Source: an optimization exercise on an open RTL-to-GDS flow (aim: small area, a short achievable clock period and few clock cycles per item). Production flows keep margins and buffers that such runs may drop.
Only simulation tests tie the RTL to the original design; equivalence was not proved.
Power figures rest on the tool's default switching activity, not on a simulated workload.

==> flow/design.v <==
package cpu_pkg;
   typedef logic [31:0] word_t;
   typedef logic [4:0]  reg_idx_t;
   typedef struct packed {
      word_t addr;
      word_t wdata;
      logic  we;
   } mem_req_t;
   typedef struct packed {
      logic     valid;
      word_t    pc;
      reg_idx_t rd;
      word_t    wdata;
   } retire_t;
endpackage
module alu
(
   input  logic [31:0] a_i,
   input  logic [31:0] b_i,
   input  logic        sub_i,      
   input  logic        uns_i,      
   input  logic        sh_right_i,
   input  logic        sh_arith_i,
   input  logic [2:0]  sel_i,      
   output logic [31:0] sum_o,
   output logic        lt_o,
   output logic        eq_o,
   output logic [31:0] res_o
);
   logic [32:0] s;
   logic [31:0] bx;
   logic [31:0] sh_in;
   logic [32:0] sh_ext;
   logic [31:0] sh_out;
   logic [31:0] sh_res;
   assign bx    = sub_i ? ~b_i : b_i;
   assign s     = {1'b0, a_i} + {1'b0, bx} + {32'd0, sub_i};
   assign sum_o = s[31:0];
   assign eq_o  = (a_i == b_i);
   assign lt_o  = uns_i ? ~s[32] : ((a_i[31] ^ b_i[31]) ? a_i[31] : s[31]);
   always_comb begin
      for (int i = 0; i < 32; i++) sh_in[i] = sh_right_i ? a_i[i] : a_i[31 - i];
   end
   assign sh_ext = {sh_arith_i & a_i[31], sh_in};
   assign sh_out = 32'($signed(sh_ext) >>> b_i[4:0]);
   always_comb begin
      for (int i = 0; i < 32; i++) sh_res[i] = sh_right_i ? sh_out[i] : sh_out[31 - i];
   end
   always_comb begin
      case (sel_i)
         3'd0:    res_o = s[31:0];
         3'd1:    res_o = {31'd0, lt_o};
         3'd2:    res_o = a_i ^ b_i;
         3'd3:    res_o = a_i | b_i;
         3'd4:    res_o = a_i & b_i;
         default: res_o = sh_res;
      endcase
   end
endmodule
module reg_file
(
   input  logic        clk,
   input  logic [4:0]  rs1_i,
   input  logic [4:0]  rs2_i,
   input  logic        we_i,
   input  logic [4:0]  rd_i,
   input  logic [31:0] wdata_i,
   output logic [31:0] rdata1_o,
   output logic [31:0] rdata2_o
);
   logic [31:0] regs [1:31];
   always_ff @(posedge clk) begin
      for (int i = 1; i < 32; i++) begin
         if (we_i && rd_i == 5'(i)) regs[i] <= wdata_i;
      end
   end
   always_comb begin
      rdata1_o = '0;
      rdata2_o = '0;
      for (int i = 1; i < 32; i++) begin
         rdata1_o = rdata1_o | ({32{rs1_i == 5'(i)}} & regs[i]);
         rdata2_o = rdata2_o | ({32{rs2_i == 5'(i)}} & regs[i]);
      end
   end
endmodule
module cpu_top
(
   input  logic     clk,
   input  logic     reset,
   input  cpu_pkg::word_t    rdata_i,
   output cpu_pkg::mem_req_t mem_o,
   output cpu_pkg::retire_t  retire_o
);
   logic [31:0] pc_f;        
   logic [31:0] pa_q;        
   logic        e_v;         
   logic [31:0] e_pc;
   logic [4:0]  e_rd;        
   logic [31:0] a_q;         
   logic [31:0] b_q;         
   logic [11:0] i_q;         
   logic [31:0] t_q;         
   logic        la, lb;      
   logic        e_imm;       
   logic        e_t;         
   logic        e_sub, e_uns, e_shr, e_sha;
   logic [2:0]  e_sel;
   logic        e_br, e_jalr, e_lw, e_sw, e_pred;
   logic [2:0]  e_f3;
   logic        m_act;       
   logic        m_we;
   logic        w_v;
   logic [31:0] w_pc;
   logic [4:0]  w_rd;
   logic        w_we;        
   logic [31:0] res_q;       
   logic [31:0] ins;
   logic [4:0]  op;
   logic [2:0]  f3;
   logic        is_lui, is_auipc, is_jal, is_jalr, is_br, is_lw, is_sw, is_opi, is_op;
   logic        wr;
   logic [31:0] imm_u, imm_bj;
   logic [31:0] rf1, rf2;
   logic [31:0] pc4_f, tsum;
   logic        pred;
   logic        rf_we;
   logic [4:0]  rf_wa;
   logic [31:0] rf_wd;
   assign ins = rdata_i;
   assign op  = ins[6:2];
   assign f3  = ins[14:12];
   assign is_jal   = op[1];
   assign is_jalr  = op[4] & op[0] & ~op[1];
   assign is_br    = op[4] & ~op[0];
   assign is_lui   = op[2] & op[0] & op[3];
   assign is_auipc = op[2] & op[0] & ~op[3];
   assign is_lw    = ~op[4] & ~op[3] & ~op[2];
   assign is_sw    = ~op[4] & op[3] & ~op[2];
   assign is_opi   = op[2] & ~op[0] & ~op[3];
   assign is_op    = op[2] & ~op[0] & op[3];
   assign wr       = ~(op[3] & ~op[2] & ~op[0]) & (ins[11:7] != 5'd0);
   assign imm_u  = {ins[31:12], 12'd0};
   assign imm_bj = is_auipc ? imm_u :
                   is_jal   ? {{11{ins[31]}}, ins[31], ins[19:12], ins[20], ins[30:21], 1'b0} :
                              {{19{ins[31]}}, ins[31], ins[7], ins[30:25], ins[11:8], 1'b0};
   reg_file i_reg_file (
      .clk      (clk),
      .rs1_i    (ins[19:15]),
      .rs2_i    (ins[24:20]),
      .we_i     (rf_we),
      .rd_i     (rf_wa),
      .wdata_i  (rf_wd),
      .rdata1_o (rf1),
      .rdata2_o (rf2)
   );
   assign pc4_f = pc_f + 32'd4;
   assign tsum  = pc_f + imm_bj;
   assign pred  = is_jal | (is_br & ins[31]);
   logic [31:0] opa, opb, alu_b;
   logic [31:0] sum, alu_res, e_res;
   logic        lt, eq, taken, redir;
   logic [31:0] rtarget;
   logic        e_go, e_mem;
   logic        dep_a, dep_b, hit_a, hit_b;
   assign e_go  = e_v & ~m_act;
   assign e_mem = e_lw | e_sw;
   assign opa   = a_q;
   assign opb   = b_q;
   assign alu_b = e_imm ? {{20{i_q[11]}}, i_q} : opb;
   alu i_alu (
      .a_i        (opa),
      .b_i        (alu_b),
      .sub_i      (e_sub),
      .uns_i      (e_uns),
      .sh_right_i (e_shr),
      .sh_arith_i (e_sha),
      .sel_i      (e_sel),
      .sum_o      (sum),
      .lt_o       (lt),
      .eq_o       (eq),
      .res_o      (alu_res)
   );
   logic        br_eq, br_lt;
   assign br_eq   = (opa == opb);
   assign br_lt   = ({~e_f3[1] ^ opa[31], opa[30:0]} < {~e_f3[1] ^ opb[31], opb[30:0]});
   assign taken   = e_f3[2] ? (br_lt ^ e_f3[0]) : (br_eq ^ e_f3[0]);
   assign redir   = e_go & (e_jalr | (e_br & (taken ^ e_pred)));
   assign rtarget = e_jalr ? {sum[31:1], 1'b0} : t_q;
   assign e_res   = e_t ? t_q : alu_res;
   assign dep_a = (ins[19:15] == e_rd) & (e_rd != 5'd0) & e_v;
   assign dep_b = (ins[24:20] == e_rd) & (e_rd != 5'd0) & e_v;
   assign hit_a = dep_a & ~e_lw;
   assign hit_b = dep_b & ~e_lw;
   assign rf_we = m_act ? (~m_we & w_we) : (e_go & ~e_mem & (e_rd != 5'd0));
   assign rf_wa = m_act ? w_rd : e_rd;
   assign rf_wd = m_act ? rdata_i : e_res;
   always_ff @(posedge clk) begin
      if (!reset) begin
         pc_f  <= 32'h0000_0000;
         pa_q  <= 32'h0000_0000;
         e_v   <= 1'b0;
         m_act <= 1'b0;
         m_we  <= 1'b0;
         w_v   <= 1'b0;
      end else begin
         if (m_act) begin
            m_act <= 1'b0;
            m_we  <= 1'b0;
            w_v   <= 1'b1;
            pa_q  <= pc_f;
         end else begin
            if (redir)     pc_f <= rtarget;
            else if (pred) pc_f <= tsum;
            else           pc_f <= pc4_f;
            if (e_v & e_mem) pa_q <= sum;
            else if (redir)  pa_q <= rtarget;
            else if (pred)   pa_q <= tsum;
            else             pa_q <= pc4_f;
            e_v   <= ~redir;
            m_act <= e_v & e_mem;
            m_we  <= e_v & e_sw;
            w_v   <= e_v & ~e_mem;
         end
      end
   end
   always_ff @(posedge clk) begin
      if (m_act) begin
         if (!m_we) res_q <= rdata_i;
         if (la) a_q <= rdata_i;
         if (lb) b_q <= rdata_i;
      end else begin
         e_pc   <= pc_f;
         e_rd   <= wr ? ins[11:7] : 5'd0;
         a_q    <= hit_a ? e_res : rf1;
         b_q    <= hit_b ? e_res : rf2;
         i_q    <= is_sw ? {ins[31:25], ins[11:7]} : ins[31:20];
         t_q    <= (is_jal | is_jalr | pred) ? pc4_f : is_lui ? imm_u : tsum;
         la     <= dep_a & e_lw;
         lb     <= dep_b & e_lw;
         e_imm  <= ~is_op & ~is_br;
         e_t    <= is_lui | is_auipc | is_jal | is_jalr;
         e_sub  <= is_br | ((is_op | is_opi) & (f3 == 3'b010 || f3 == 3'b011)) | (is_op & f3 == 3'b000 & ins[30]);
         e_uns  <= is_br ? f3[1] : f3[0];
         e_shr  <= f3[2];
         e_sha  <= ins[30];
         e_sel  <= (is_op | is_opi) ? (f3 == 3'b010 || f3 == 3'b011) ? 3'd1 :
                                      (f3 == 3'b100) ? 3'd2 :
                                      (f3 == 3'b110) ? 3'd3 :
                                      (f3 == 3'b111) ? 3'd4 :
                                      (f3 == 3'b000) ? 3'd0 : 3'd5
                                    : 3'd0;
         e_br   <= is_br;
         e_jalr <= is_jalr;
         e_lw   <= is_lw;
         e_sw   <= is_sw;
         e_pred <= pred;
         e_f3   <= f3;
         if (e_v) begin
            res_q  <= e_sw ? opb : e_res;
            w_pc   <= e_pc;
            w_rd   <= e_rd;
            w_we   <= e_rd != 5'd0;
         end
      end
   end
   assign mem_o.addr  = pa_q;
   assign mem_o.wdata = res_q;
   assign mem_o.we    = m_we;
   assign retire_o.valid = w_v;
   assign retire_o.pc    = w_pc;
   assign retire_o.rd    = w_rd;
   assign retire_o.wdata = w_we ? res_q : 32'd0;
endmodule
export LEC_CHECK = 0
export CAP_MARGIN = 20
export CORE_MARGIN = 2
export CORE_UTILIZATION = 50
export CTS_CLUSTER_DIAMETER = 100
export CTS_CLUSTER_SIZE = 20
export SETUP_SLACK_MARGIN = 5
export SLEW_MARGIN = 20
export TNS_END_PERCENT = 100
create_clock -name core_clock -period 10.0 [get_ports {clk}]
standard.sh (not shown) runs the stock make flow with config.mk's settings and CLKGATE_MAP_FILE= SYNTH_SCRIPT=/design/flow/synth_recipe.tcl, a recipe that flattens the netlist after the stock synthesis.
==> flow/flow/run.sh <==
#!/bin/bash
set -euo pipefail
sed -e "s/SETUP_SLACK_MARGIN=[0-9.]*/SETUP_SLACK_MARGIN=5.5/" \
    -e 's/"${@:-finish}"/"BUFFER_PORTS_ARGS=-buffer_cell sky130_fd_sc_hd__buf_2" "${@:-finish}"/' \
    standard.sh > standard_tight.sh
bash standard_tight.sh > standard.log 2>&1
The first run produced a clean layout.
Testbench counts at the start, summed over its fixed seeds: cycles 26,962, instrs 21,612.
Then changed:
--- a/flow/config.mk
+++ b/flow/config.mk
@@ -8,5 +8,5 @@
 export CAP_MARGIN = 20
 export CORE_MARGIN = 2
-export CORE_UTILIZATION = 50
+export CORE_UTILIZATION = 45
 export CTS_CLUSTER_DIAMETER = 100
 export CTS_CLUSTER_SIZE = 20
=> Clock-buffer cell count decreases by 1; clock skew decreases by 0.024 ns; wire length barely changes; non-clock buffer count increases by 9; hold slack improves by 0.0050 ns; setup slack improves by 0.013 ns; power stays flat; critical path depth is unchanged; die area increases by 11%.
Then changed:
==> flow/flow/run.sh (replaced) <==
#!/bin/bash
set -euo pipefail
sed "s/SETUP_SLACK_MARGIN=[0-9.]*/SETUP_SLACK_MARGIN=5.5/" standard.sh > standard_tight.sh
bash standard_tight.sh > standard.log 2>&1
=> Routed wire length increases by 0.57%. Core utilization increases by 1.2 points. Cell area increases by 2.3%. Flip-flop and latch count stays the same. Synthesized cell count does not change.
Then changed:
==> flow/flow/run.sh (replaced) <==
#!/bin/bash
set -euo pipefail
sed -e "s/SETUP_SLACK_MARGIN=[0-9.]*/SETUP_SLACK_MARGIN=5.5/" \
    -e 's/"${@:-finish}"/"BUFFER_PORTS_ARGS=-buffer_cell sky130_fd_sc_hd__buf_2" "${@:-finish}"/' \
    standard.sh > standard_tight.sh
bash standard_tight.sh > standard.log 2>&1
--- a/flow/config.mk
+++ b/flow/config.mk
@@ -10,5 +10,5 @@
 export CORE_UTILIZATION = 45
 export CTS_CLUSTER_DIAMETER = 100
-export CTS_CLUSTER_SIZE = 20
+export CTS_CLUSTER_SIZE = 25
 export SETUP_SLACK_MARGIN = 5
 export SLEW_MARGIN = 20
- cell area fell by a few percent
- worst setup slack loses 0.17 ns
- die area does not change
- core utilization shrinks by 1.8 points
- combinational power decreases by a few percent
- non-clock buffer count drops by 78
- via count falls slightly
- hold slack gets better by 0.0088 ns
- sequential share of layout area goes up by 1.7 points

-- separate check: timing with driven ports --
No port has a modelled driver above. Below, the same layouts with a new extraction and two added sets of constraints.
Step 1 (the two cells are an assumption about what drives the block):
set clk [get_ports {clk}]
set_driving_cell -lib_cell sky130_fd_sc_hd__clkbuf_16 $clk
set_driving_cell -lib_cell sky130_fd_sc_hd__buf_2 [delete_from_list [all_inputs] $clk]
Step 2 times the ports against the registers' clock, not the clock port: input delays grow and output delays shrink by t, the midpoint of the rising clock arrivals with the driver on.
Slacks: no drivers / after step 1 / after step 2; pairs: no drivers / after step 1.
| run | t, ns | slack for setup (ns) | cell pins on the clock port's net |
|---|---|---|---|
| the first run | 0.806 | 5.319 / 5.374 / 4.568 | 1 |
| the second run | 0.830 | 5.332 / 5.391 / 4.561 | 1 |
| the third run | 0.809 | 5.386 / 5.421 / 4.635 | 1 |
| the fourth run | 0.839 | 5.215 / 5.270 / 4.432 | 1 |
After both steps every run listed still meets setup and hold. The setup slack of the fourth run, which loses most, moves by +0.055 ns with the drivers and by -0.783 ns with both steps.
